What follows belongs to an exercise in optimizing a design on an open flow for small area; a production flow would make more cautious choices. Where RTL was checked, it was by simulation tests only, not by an equivalence proof against the original. Power and IR drop assume default switching activity.

== run A ==
Design response_park, start of the top module:
module response_park (
  input  logic                          clk,
  input  logic                          rst,
  input  logic                          in_valid,
  input  logic [$clog2(16)-1:0] in_uid,
  input  logic [8+2+64-1:0] in_payload,
  output logic                          in_ready,
  input  logic                          alloc_req,
  input  logic [$clog2(16)-1:0] alloc_uid,
  output logic                          alloc_gnt,
  output logic [8+2+64-1:0] out_payload,
  input  logic                          free_req,
  input  logic [$clog2(16)-1:0] free_uid,
  output logic                          free_ack,
  output logic                          full
);
clock: 5.0 ns
lec_check: 0
cap_margin: 20
core_margin: 2
core_utilization: 65
place_density: 0.75
setup_slack_margin: 0.15
slew_margin: 20
synth_hierarchical: 1
standard.sh (not shown) runs the stock make flow with config.mk's settings and CLKGATE_MAP_FILE= SYNTH_SCRIPT=/design/flow/synth_recipe.tcl, a recipe that flattens the netlist after the stock synthesis.
==> flow/flow/run.sh <==
#!/bin/bash
# Standard layout with plain buf_1 port buffers, no CTS dummy loads and smaller clock buffers
export BUFFER_PORTS_ARGS="-buffer_cell sky130_fd_sc_hd__buf_1"
export CTS_ARGS="-sink_clustering_enable -repair_clock_nets -dont_use_dummy_load -sink_clustering_size 20 -sink_clustering_max_diameter 50 -buf_list {sky130_fd_sc_hd__clkbuf_8}"
bash standard.sh > standard.log 2>&1
Edits applied to the flow inputs when going from run A to run B:
Settings: removing PLACE_DENSITY (formerly 0.75); changing CORE_UTILIZATION from 65 to 40.
==> flow/flow/run.sh <==
#!/bin/bash
# Standard layout with plain buf_1 port buffers, no CTS dummy loads and smaller clock buffers
export BUFFER_PORTS_ARGS="-buffer_cell sky130_fd_sc_hd__buf_1"
export CTS_ARGS="-sink_clustering_enable -repair_clock_nets -dont_use_dummy_load -sink_clustering_size 30 -sink_clustering_max_diameter 60 -buf_list {sky130_fd_sc_hd__clkbuf_16}"
bash standard.sh > standard.log 2>&1
--- outcome ---
Sum of internal, switching and leakage power (lower): run A
Run B vs run A, wire length on met2 went up by about 11%.
Run B: area added between synthesis and finish is 4.5 points higher than what run A reported.
As far as area of the mapped netlist goes, run A and run B are indistinguishable; the numbers are identical.
In the final design statistics, run B uses more standard cells in total than run A.
[compare] base=run A new=run B: number of vias per cell after detailed routing -0.92; cell internal power dissipation now sits higher; worst reg-to-reg setup slack fell 0.30 ns.
Relative to run A, run B degrades total half-perimeter wirelength after legalization and detailed placement.
Run A -> run B: number of filler instances in the final layout increased by more than half
When run B is set beside run A, its final standard cell utilization of the core turns out to be 25 points smaller.
## Diff of input files: run C against run B
==> flow/run.sh (new file) <==
#!/bin/bash
# synth_recipe.tcl (not shown) runs the flow's synth.tcl, then flattens the netlist and writes it again
# the make line also repeats each setting of config.mk as NAME=value (left out here)
make -C /OpenROAD-flow-scripts/flow DESIGN_CONFIG=/design/flow/config.mk WORK_HOME=/design/flow/orfs CLKGATE_MAP_FILE= SYNTH_SCRIPT=/design/flow/synth_recipe.tcl finish
removed: flow/flow/run.sh
removed: flow/standard.sh
--- outcome ---
- The lower number of stages on the worst setup path of run C and run B is in run B.
- On total via count after detailed routing, run B beats run C.
- [compare] base=run B new=run C: part of the total power dissipated in the clock network went up by 6.8 points; share of the cycle needed by the critical path after routing up 0.55 points.
- For the clock-buffer cell count, run C came in 85% higher than run B did.
- NOTE wire length after detailed routing run B->run C increased slightly
- Share of post-route cells with drive strength above 1 on run C is up relative to run B.
- In terms of worst hold slack, run C and run B differ only marginally.
Here is what was changed in the inputs of run D compared with run C.
==> flow/flow/run.sh (new file) <==
#!/bin/bash
# Standard layout, with plain buf_1 port buffers and no CTS dummy loads
cp standard.sh standard.sh.txt
export BUFFER_PORTS_ARGS="-buffer_cell sky130_fd_sc_hd__buf_1"
export CTS_ARGS="-sink_clustering_enable -repair_clock_nets -dont_use_dummy_load"
bash standard.sh > standard.log 2>&1
==> flow/standard.sh (new file) <==
#!/bin/bash
# synth_recipe.tcl (not shown) runs the flow's synth.tcl, then flattens the netlist and writes it again
# the make line also repeats each setting of config.mk as NAME=value (left out here)
make -C /OpenROAD-flow-scripts/flow DESIGN_CONFIG=/design/flow/config.mk WORK_HOME=/design/flow/orfs CLKGATE_MAP_FILE= SYNTH_SCRIPT=/design/flow/synth_recipe.tcl "${@:-finish}"
removed: flow/run.sh
==> summary.txt <==
Run D vs run C — time the worst path needs with I/O delays and setup dropped 0.047 ns. Row leakage power figure: run D lower / run C higher. Diff run C..run D | first-pass GRT wire length | negligible. Per the comparison of run D with run C, synthesized area level; signed area change from the synthesized netlist to the final layout went down by 5.8 points; non-clock buffer area fraction after layout lower. Taking run C as the reference, in run D total wire length after detailed routing saw little to no change, power share of the sequential group saw an increase, area of all placed cells without fillers saw a decrease, net count of the finished layout saw little to no change.
### run D -> run E
==> flow/flow/run.sh <==
#!/bin/bash
# Standard layout with plain buf_1 port buffers, no CTS dummy loads and smaller clock buffers
export BUFFER_PORTS_ARGS="-buffer_cell sky130_fd_sc_hd__buf_1"
export CTS_ARGS="-sink_clustering_enable -repair_clock_nets -dont_use_dummy_load -sink_clustering_size 20 -sink_clustering_max_diameter 50 -buf_list {sky130_fd_sc_hd__clkbuf_8}"
bash standard.sh > standard.log 2>&1
Notes after the runs:
- Final-report hold violation count delta (run D -> run E): insignificant
- Any difference in area of the multi-input gates between run D and run E is small enough to ignore.
- Compared with run D, largest vdd supply drop in run E decreased by more than a quarter.
- In the metrics for run D and run E, the one carrying the higher worst setup slack is run D.
- The higher number of violations reported at the end of detailed-routing iteration 0 of run D and run E is in run E.
- Run D and run E ended up with roughly the same worst hold slack across all endpoints.
- Compared with run D, run E ends up with a smaller final cell area.
- Run E vs run D, worst setup path endpoint: out_payload[11] vs out_payload[42]
- Net switching power: run D and run E compared, higher one is run D
- Power: run E draws less than run D
- Via count: run E better than run D
Function was not checked in any run of this note: the RTL went through the layout flow alone.

---

## north
Another version of the RTL of response_park (not shown whole).
Size in the first run: ~1200 flip-flops, ~170 I/O pins, ~42000 µm² of cells after synthesis.
==> flow/config.mk <==
export PLATFORM = sky130hd
export DESIGN_NAME = response_park
export DESIGN_NICKNAME = response_park
export VERILOG_FILES = /design/flow/design.v
export SDC_FILE = /design/flow/constraint.sdc
export NUM_CORES = 4
export LEC_CHECK = 0
export CAP_MARGIN = 0
export CORE_MARGIN = 2
export CORE_UTILIZATION = 80
export PLACE_DENSITY = 0.85
export SETUP_SLACK_MARGIN = 0.15
export SLEW_MARGIN = 0
export SYNTH_HIERARCHICAL = 1
==> flow/constraint.sdc <==
create_clock -name core_clock -period 5.0 [get_ports {clk}]
set_input_delay 1.0000 -clock core_clock [delete_from_list [all_inputs] [get_ports {clk}]]
set_output_delay 1.0000 -clock core_clock [all_outputs]
set_load 0.01 [all_outputs]
==> flow/flow/run.sh <==
#!/bin/bash
# Standard layout with plain buf_1 port buffers, no CTS dummy loads and smaller clock buffers
export BUFFER_PORTS_ARGS="-buffer_cell sky130_fd_sc_hd__buf_1"
export CTS_ARGS="-sink_clustering_enable -repair_clock_nets -dont_use_dummy_load -sink_clustering_size 28 -sink_clustering_max_diameter 45 -buf_list {sky130_fd_sc_hd__clkbuf_16}"
bash standard.sh > standard.log 2>&1
Relative to north, the following input files were edited for south:
- swapping 0 for 20 in SLEW_MARGIN
- swapping 0 for 20 in CAP_MARGIN
==> flow/flow/run.sh <==
#!/bin/bash
# Standard layout with plain buf_1 port buffers, no CTS dummy loads and smaller clock buffers
export BUFFER_PORTS_ARGS="-buffer_cell sky130_fd_sc_hd__buf_1"
export CTS_ARGS="-sink_clustering_enable -repair_clock_nets -dont_use_dummy_load -sink_clustering_size 20 -sink_clustering_max_diameter 50 -buf_list {sky130_fd_sc_hd__clkbuf_8}"
bash standard.sh > standard.log 2>&1
### Flow results
Reported net switching power (lower): south
Looking at global-route usage, south sits 2.3 points below north.
Across both runs, area fraction of clock buffers and clock inverters was lower for south than for north.
Between south and north, the difference in number of cells after detailed placement is negligible.
south has more setup slack than north.
Destination of the critical timing path = out_payload[69]: north; destination of the critical timing path = out_payload[70]: south

[separate check: timing with driven ports]
The flow's constraints put no driver on any port. The routed layouts listed below were extracted and timed again, unchanged, in two steps. Step 1 (the two cells are an assumption about what drives the block):
set clk [get_ports {clk}]
set_driving_cell -lib_cell sky130_fd_sc_hd__clkbuf_16 $clk
set_driving_cell -lib_cell sky130_fd_sc_hd__buf_2 [delete_from_list [all_inputs] $clk]
Step 2 moves the port delays by t, midway between the first and last clock arrival at a register: inputs arrive t later, outputs are due t later. That takes back most of the time a late clock gives input paths. Slacks: no drivers / after step 1 / after step 2; pairs: no drivers / after step 1.
| run | t, ns | slack for setup (ns) | worst register clock-pin slew, ns |
|---|---|---|---|
| run A | 0.796 | 0.239 / 0.169 / 0.606 | 0.12 / 0.12 |
| run B | 0.752 | 0.313 / 0.238 / 0.421 | 0.10 / 0.10 |
| run C | 0.782 | 0.285 / 0.208 / 0.439 | 0.07 / 0.07 |
| run D | 0.774 | 0.332 / 0.254 / 0.459 | 0.07 / 0.07 |
| run E | 0.847 | 0.309 / 0.242 / 0.463 | 0.12 / 0.12 |
| north | 0.733 | 0.112 / 0.041 / 0.658 | 0.09 / 0.09 |
| south | 0.788 | 0.142 / 0.075 / 0.863 | 0.12 / 0.12 |
After both steps setup and hold are still met in every run listed.
